This is an optimization exercise on Yosys and OpenROAD, whose aim is small area, not a production implementation. In this exercise RTL edits were held to simulation tests only and were not proved equivalent to the original. Power and IR drop assume default switching activity.

`flow/config.mk`:
```
export PLATFORM = sky130hd
export DESIGN_NAME = decode_cycle
export DESIGN_NICKNAME = decode_cycle
export VERILOG_FILES = /design/flow/design.v
export SDC_FILE = /design/flow/constraint.sdc
export NUM_CORES = 4
export LEC_CHECK = 0
export CAP_MARGIN = 20
export CORE_MARGIN = 2
export CORE_UTILIZATION = 40
export SLEW_MARGIN = 20
```
`flow/constraint.sdc`:
```
create_clock -name core_clock -period 4.5 [get_ports {clk}]
set_input_delay 0.9000 -clock core_clock [delete_from_list [all_inputs] [get_ports {clk}]]
set_output_delay 0.9000 -clock core_clock [all_outputs]
set_load 0.01 [all_outputs]
```
`flow/design.v`:
```
package riscv_pkg;
  localparam int unsigned REG_AW  = 5;
  localparam int unsigned CTRL_W  = 10;
  localparam logic [6:0] OP_LOAD   = 7'b0000011;
  localparam logic [6:0] OP_STORE  = 7'b0100011;
  localparam logic [6:0] OP_RTYPE  = 7'b0110011;
  localparam logic [6:0] OP_IALU   = 7'b0010011;
  localparam logic [6:0] OP_BRANCH = 7'b1100011;
  localparam logic [6:0] OP_JAL    = 7'b1101111;
  typedef enum logic [1:0] {
    IMM_I = 2'b00,
    IMM_S = 2'b01,
    IMM_B = 2'b10,
    IMM_J = 2'b11
  } imm_src_t;
  typedef enum logic [1:0] {
    ALUOP_ADD   = 2'b00,
    ALUOP_SUB   = 2'b01,
    ALUOP_FUNCT = 2'b10
  } alu_op_t;
  typedef enum logic [2:0] {
    ALU_ADD = 3'b000,
    ALU_SUB = 3'b001,
    ALU_AND = 3'b010,
    ALU_OR  = 3'b011,
    ALU_SLT = 3'b101
  } alu_ctrl_t;
  typedef enum logic [1:0] {
    RES_ALU = 2'b00,
    RES_MEM = 2'b01,
    RES_PC4 = 2'b10
  } result_src_t;
  typedef struct packed {
    logic        reg_write;
    result_src_t result_src;
    logic        mem_write;
    logic        jump;
    logic        branch;
    alu_ctrl_t   alu_ctrl;
    logic        alu_src;
  } ctrl_t;
endpackage
module register_file #(
  parameter int unsigned XLEN = 32,
  parameter int unsigned NREG = 32
) (
  input  logic              clk,
  input  logic              rst,
  input  logic              we,
  input  logic [riscv_pkg::REG_AW-1:0] wa,
  input  logic [XLEN-1:0]   wd,
  input  logic [riscv_pkg::REG_AW-1:0] ra1,
  input  logic [riscv_pkg::REG_AW-1:0] ra2,
  output logic [XLEN-1:0]   rdata1,
  output logic [XLEN-1:0]   rdata2
);
  logic [XLEN-1:0] regs [NREG];
  logic            wr_en;
  assign wr_en = we && (wa != '0);
  always_ff @(posedge clk) begin
    if (rst) begin
      for (int i = 0; i < int'(NREG); i++) regs[i] <= '0;
    end else if (wr_en) begin
      regs[wa] <= wd;
    end
  end
  assign rdata1 = (ra1 == '0) ? '0 : (wr_en && ra1 == wa) ? wd : regs[ra1];
  assign rdata2 = (ra2 == '0) ? '0 : (wr_en && ra2 == wa) ? wd : regs[ra2];
endmodule
module decode_cycle #(
  parameter int unsigned XLEN = 32,
  parameter int unsigned NREG = 32
) (
  input  logic              clk,
  input  logic              rst,
  input  logic [XLEN-1:0]   InstrD,
  input  logic [XLEN-1:0]   PCD,
  input  logic [XLEN-1:0]   PCPlus4D,
  input  logic              RegWriteW,
  input  logic [riscv_pkg::REG_AW-1:0] RdW,
  input  logic [XLEN-1:0]   ResultW,
  input  logic              FlushE,
  output logic [riscv_pkg::REG_AW-1:0] Rs1D,
  output logic [riscv_pkg::REG_AW-1:0] Rs2D,
  output logic              RegWriteE,
  output logic              MemWriteE,
  output logic              JumpE,
  output logic              BranchE,
  output logic              ALUSrcE,
  output logic [1:0]        ResultSrcE,
  output logic [2:0]        ALUControlE,
  output logic [XLEN-1:0]   RD1E,
  output logic [XLEN-1:0]   RD2E,
  output logic [XLEN-1:0]   ImmExtE,
  output logic [XLEN-1:0]   PCE,
  output logic [XLEN-1:0]   PCPlus4E,
  output logic [riscv_pkg::REG_AW-1:0] Rs1E,
  output logic [riscv_pkg::REG_AW-1:0] Rs2E,
  output logic [riscv_pkg::REG_AW-1:0] RdE
);
  logic [6:0]        opcode;
  logic [2:0]        funct3;
  logic [riscv_pkg::REG_AW-1:0] rd;
  riscv_pkg::ctrl_t             ctrl;
  riscv_pkg::imm_src_t          imm_src;
  riscv_pkg::alu_op_t           alu_op;
  logic [XLEN-1:0]   imm_ext;
  logic [XLEN-1:0]   rd1;
  logic [XLEN-1:0]   rd2;
  logic              sign;
  assign opcode = InstrD[6:0];
  assign funct3 = InstrD[14:12];
  assign rd     = InstrD[11:7];
  assign Rs1D   = InstrD[19:15];
  assign Rs2D   = InstrD[24:20];
  assign sign   = InstrD[31];
  register_file #(.XLEN(XLEN), .NREG(NREG)) u_rf (
    .clk    (clk),
    .rst    (rst),
    .we     (RegWriteW),
    .wa     (RdW),
    .wd     (ResultW),
    .ra1    (Rs1D),
    .ra2    (Rs2D),
    .rdata1 (rd1),
    .rdata2 (rd2)
  );
  always_comb begin
    ctrl    = '0;
    imm_src = riscv_pkg::IMM_I;
    alu_op  = riscv_pkg::ALUOP_ADD;
    case (opcode)
      riscv_pkg::OP_LOAD: begin
        ctrl.reg_write  = 1'b1;
        ctrl.alu_src    = 1'b1;
        ctrl.result_src = riscv_pkg::RES_MEM;
      end
      riscv_pkg::OP_STORE: begin
        ctrl.mem_write = 1'b1;
        ctrl.alu_src   = 1'b1;
        imm_src        = riscv_pkg::IMM_S;
      end
      riscv_pkg::OP_RTYPE: begin
        ctrl.reg_write = 1'b1;
        alu_op         = riscv_pkg::ALUOP_FUNCT;
      end
      riscv_pkg::OP_IALU: begin
        ctrl.reg_write = 1'b1;
        ctrl.alu_src   = 1'b1;
        alu_op         = riscv_pkg::ALUOP_FUNCT;
      end
      riscv_pkg::OP_BRANCH: begin
        ctrl.branch = 1'b1;
        imm_src     = riscv_pkg::IMM_B;
        alu_op      = riscv_pkg::ALUOP_SUB;
      end
      riscv_pkg::OP_JAL: begin
        ctrl.reg_write  = 1'b1;
        ctrl.jump       = 1'b1;
        ctrl.result_src = riscv_pkg::RES_PC4;
        imm_src         = riscv_pkg::IMM_J;
      end
      default: ;
    endcase
    ctrl.alu_ctrl = riscv_pkg::ALU_ADD;
    case (alu_op)
      riscv_pkg::ALUOP_SUB: ctrl.alu_ctrl = riscv_pkg::ALU_SUB;
      riscv_pkg::ALUOP_FUNCT: begin
        case (funct3)
          3'b000:  ctrl.alu_ctrl = (opcode[5] && InstrD[30]) ? riscv_pkg::ALU_SUB : riscv_pkg::ALU_ADD;
          3'b010:  ctrl.alu_ctrl = riscv_pkg::ALU_SLT;
          3'b110:  ctrl.alu_ctrl = riscv_pkg::ALU_OR;
          3'b111:  ctrl.alu_ctrl = riscv_pkg::ALU_AND;
          default: ctrl.alu_ctrl = riscv_pkg::ALU_ADD;
        endcase
      end
      default: ctrl.alu_ctrl = riscv_pkg::ALU_ADD;
    endcase
  end
  always_comb begin
    imm_ext = {{(XLEN-12){sign}}, InstrD[31:20]};
    case (imm_src)
      riscv_pkg::IMM_S: imm_ext = {{(XLEN-12){sign}}, InstrD[31:25], InstrD[11:7]};
      riscv_pkg::IMM_B: imm_ext = {{(XLEN-12){sign}}, InstrD[7], InstrD[30:25],
                        InstrD[11:8], 1'b0};
      riscv_pkg::IMM_J: imm_ext = {{(XLEN-20){sign}}, InstrD[19:12], InstrD[20],
                        InstrD[30:21], 1'b0};
      default: ;
    endcase
  end
  always_ff @(posedge clk) begin
    if (rst || FlushE) begin
      RegWriteE   <= 1'b0;
      MemWriteE   <= 1'b0;
      JumpE       <= 1'b0;
      BranchE     <= 1'b0;
      ALUSrcE     <= 1'b0;
      ResultSrcE  <= '0;
      ALUControlE <= '0;
      RD1E        <= '0;
      RD2E        <= '0;
      ImmExtE     <= '0;
      PCE         <= '0;
      PCPlus4E    <= '0;
      Rs1E        <= '0;
      Rs2E        <= '0;
      RdE         <= '0;
    end else begin
      RegWriteE   <= ctrl.reg_write;
      MemWriteE   <= ctrl.mem_write;
      JumpE       <= ctrl.jump;
      BranchE     <= ctrl.branch;
      ALUSrcE     <= ctrl.alu_src;
      ResultSrcE  <= ctrl.result_src;
      ALUControlE <= ctrl.alu_ctrl;
      RD1E        <= rd1;
      RD2E        <= rd2;
      ImmExtE     <= imm_ext;
      PCE         <= PCD;
      PCPlus4E    <= PCPlus4D;
      Rs1E        <= Rs1D;
      Rs2E        <= Rs2D;
      RdE         <= rd;
    end
  end
endmodule
```
`flow/run.sh`:
```
#!/bin/bash
# synth_recipe.tcl (not shown) runs the flow's synth.tcl, then flattens the netlist and writes it again
# the make line also repeats each setting of config.mk as NAME=value (left out here)
make -C /OpenROAD-flow-scripts/flow DESIGN_CONFIG=/design/flow/config.mk WORK_HOME=/design/flow/orfs CLKGATE_MAP_FILE= SYNTH_SCRIPT=/design/flow/synth_recipe.tcl finish
```
==> impl_metrics.csv <==
group,metric,value,unit
timing,tns,0,ps
logic_synthesis,ys_async_sr_fraction,0,%
worst_setup_path,path_buf_inv,3,
cts,cts-resized-gates,0,
route,wl_met1,82.6,mm
pwr,p_leak,0.0250,uW
cts,htreeDepth,4,
timing,finalCriticalPeriod,3330,ps
cts,cts_setup_buffers,0,
route,vias_per_cell,5.97,
finish,nets,4563,
global_route,grt_pass1_wl,295,mm
logic_synthesis,yosys_most_used_dff,"edfxtp_1",
floorplan,initial_core_util,40.2,%
worst_setup_path,critPathKind,"in -> out",
pwr,p_comb_share,11.8,%
route,wl_met2,100,mm
pwr,switching_share,25.0,%
worst_setup_path,cp_slowest_stage_delay,700,ps
placement,globalplace.congestion,0.908,
worst_setup_path,r2r-end,"RD2E[25]",
timing,period_share,74.1,%
placement,io_buffers,331,
worst_setup_path,worst_setup_path_start_kind,"primary input",
worst_setup_path,cp_top_family,"buffers and inverters",
min_path,hold_class,"in -> reg",
cts,clock_sinks,1197,
finish,fin_cells,6559,
finish,area_growth_syn_to_layout,17.7,%
finish,nFillCells,12900,
min_path,holdPathStages,1,
logic_synthesis,avgSynthCellArea,14.5,um2
logic_synthesis,synth-seq-area-share,57.0,%
route,first_iter_violations,4673,
finish,fin_util,47.3,%
cts,cts_buffers,134,
worst_setup_path,worst_r2r_path_depth,5,
logic_synthesis,yosys_register_bits,1197,
global_route,grt_start_max_net_pins,63,
worst_setup_path,critPathMostFrequentCell,"clkdlybuf4s50_1",
worst_setup_path,r2r-start,"u_rf.regs[24][25]",
finish,drive_gt1_share,20.5,%
logic_synthesis,synth_area_leaders,"edfxtp_1 (51%), mux4_2 (15%), and2_1 (11%)",
cts,clock_latency,780,ps
floorplan,coreArea,0.149,mm2
logic_synthesis,synth.top_cell.area_share,51.2,%
timing,rsz0062_at_grt,"false",
min_path,hold-path-endpoint,"u_rf.regs[0][24]",
finish,seqCellArea,0.0342,mm2
worst_setup_path,reg2reg_slack,1990,ps
pwr,power_density,382,mW/mm2
worst_setup_path,crit_chain,"clkdlybuf4s50_1 -> buf_4 -> clkdlybuf4s50_1",
logic_synthesis,synth_edf_count,1024,
timing,hold_viol,0,
route,drc,0,
logic_synthesis,synth_cell_types,62,
pwr,total_power,27000,uW
logic_synthesis,synth_area,0.0600,mm2
timing,finClkSkew,25.9,ps
route,ant_nets,0,
worst_setup_path,critPathMaxFanout,18,
worst_setup_path,crit_slowest_cell,"clkdlybuf4s50_1",
logic_synthesis,postSynthCellCount,4152,
floorplan,pin_count,332,
route,wl_met3,17.7,mm
timing,drv_slew,0,
job,cap_violations,0,
worst_setup_path,crit_path_end_kind,"output pin",
cts,path_clk_slew,60,ps
pwr,power_frac_seq,48.0,%
finish,multi_input_area,0.0240,mm2
route,drt_first_pass_iters,5,
worst_setup_path,worst-endpoint-arrival,2430,ps
pwr,p_clk_share,40.2,%
global_route,grt.overflow.total,0,
cts,cts_hold_buf,0,
timing,tightest_slew,1100,ps
placement,placed_cells,6304,
cts,root_buffer,"clkbuf_16",
pwr,switching_power,6750,uW
route,vias,39200,
global_route,antenna_found_initial,18,
timing,finalSetupViolations,0,
placement,hpwl,136,mm
logic_synthesis,synth_area_leader_cell,"edfxtp_1",
floorplan,die_h,391,um
pwr,internal_power,20200,uW
min_path,hp-start,"rst",
floorplan,std_cell_rows,142,
floorplan,die_w,391,um
worst_setup_path,cp.required,3600,ps
route,post_drt_wl_per_cell,32.1,um
timing,hold_slack,570,ps
route,maxUsedRoutingLayer,"met5",
floorplan,die_area,0.153,mm2
global_route,grt_usage,27.2,%
route,wl,211,mm
run_status,status,"no timing/DRC/antenna violations",
timing,max_slew_margin,26.9,%
logic_synthesis,yosys_warnings,2,
pwr,vdd_drop_max,0.000352,V
global_route,grt_pass1_vias,38700,
cts,cts_tree,"done",
cts,cts_buffer_depth,3,
timing,fmax,0.300,GHz
==> power groups by stage <==
stage               combinational [uW]  clock, uW  sequential (uW)
global placement                  3150          0            13200
detailed placement                3160          0            13200
CTS                               3170      11000            13000
floorplan                         1760          0            13100
global route                      3290      11400            13000
finish                            3170      10900            13000
==> cell families (layout without fill, tap and decap cells) <==
logic type / after synthesis / in the layout / share of synthesized area (%)
buffers and inverters: 454 / 803 / 3.60
XOR/XNOR: 10 / 10 / 0.146
flip-flops: 1197 / 1197 / 57.0
AO/OA/AOI/OAI: 422 / 422 / 5.49
adder cells (fa/ha/maj): 2 / 2 / 0.0417
other: 1 / 43 / 0.00625
AND/OR/NAND/NOR: 1386 / 1386 / 14.0
multiplexers: 680 / 680 / 19.8
==> final cells by class <==
cell class / instances / share of cell area, %
clock inverter: 45 / 0.544
tap: 2016 / 3.57
antenna: 11 / 0.0390
clock buffer: 199 / 5.52
inverter: 6 / 0.0354
multi-input combinational: 2532 / 34.0
sequential: 1197 / 48.4
timing repair buffer: 553 / 7.88
==> sequential cells by signal, indices dropped and copies added (netlist names) <==
name         count
u_rf.regs     1024
PCE             32
PCPlus4E        32
RD1E            32
RD2E            32
ImmExtE         21
RdE              5
Rs1E             5
Rs2E             5
ALUControlE      3
ALUSrcE          1
BranchE          1
JumpE            1
MemWriteE        1
RegWriteE        1
ResultSrcE       1
==> worst register-to-register path: cells and delay by family (launching register included) <==
| family | cells | cell delay (ps) |
|---|---|---|
| compound gates | 2 | 1130 |
| flops | 1 | 410 |
| mux | 1 | 480 |
| simple gates | 2 | 390 |
==> worst max-delay path by stage <==
stage,end,slack (ps),start,cells past startpoint
after CTS,Rs2D[4],1140,InstrD[24],3
after global routing,Rs2D[4],1130,InstrD[24],3
after detailed placement,RD2E[25],550,InstrD[20],8
after floorplan,u_rf.regs[16][0],1780,RdW[2],6
after global placement,RD2E[25],560,InstrD[20],8
final,Rs2D[4],1170,InstrD[24],3
==> synth_stat cells, types with 18 or more instances <==
library cell,instances
and2_1,1089
edfxtp_1,1024
mux4_2,404
clkbuf_1,289
mux2i_1,270
dfxtp_1,173
a221oi_1,79
nor3_1,69
a211oi_1,66
buf_2,64
buf_4,58
nor2_1,58
o22ai_1,53
a21oi_1,41
nand2_1,36
a22oi_1,33
a211o_1,32
or2_2,32
nor2b_1,29
a32o_1,25
nand2b_1,22
buf_6,21
nor3b_1,18
==> stage by stage <==
stage	setup WS (ps)	cell area, um2
2_1_floorplan	1780	60200
3_3_place_gp	562	66400
3_5_place_dp	554	66400
4_1_cts	1140	70700
5_1_grt	1130	70600
6_report	1170	70600
==> metal layers <==
metal | GRT usage (%) | up-vias
li1 | - | 16300
met1 | 35.4 | 20300
met2 | 44.0 | 2096
met3 | 5.46 | 411
met4 | 12.5 | 8
met5 | 0 | -
==> layout by cell type, fill, tap and decap left out, types with 25 or more instances in the layout <==
cell             instances
nor3_1                  69
a21oi_1                 41
conb_1                  32
mux2i_1                270
a211o_1                 32
a22oi_1                 33
and2_1                1088
mux4_2                 404
a221oi_1                79
edfxtp_1              1024
a211oi_1                66
nor2b_1                 27
buf_4                  176
o22ai_1                 53
nand2_1                 35
or2_2                   32
a32o_1                  25
clkbuf_1                43
dfxtp_1                173
clkbuf_16              141
buf_12                  48
clkdlybuf4s50_1        314

[re-timing with driven ports]
No port has a modelled driver above. Below, the same layout with a new extraction and two added sets of constraints.
Step 1 (the two cells are an assumption about what drives the block):
set clk [get_ports {clk}]
set_driving_cell -lib_cell sky130_fd_sc_hd__clkbuf_16 $clk
set_driving_cell -lib_cell sky130_fd_sc_hd__buf_2 [delete_from_list [all_inputs] $clk]
Step 2, shift: input delay + t, output delay - t, t = (earliest + latest rising clock arrival at the registers) / 2. This alone moves slack from input paths to output paths.
Slacks: no drivers / after step 1 / after step 2; pairs: no drivers / after step 1.
t, ns: 0.841
slack for setup (ns): 1.167 / 1.117 / 0.456
worst register clock-pin slew, ns: 0.06 / 0.06
After both steps this run still meets setup and hold. For this run, drivers alone change the setup slack by -0.050 ns; drivers and shift together by -0.711 ns.
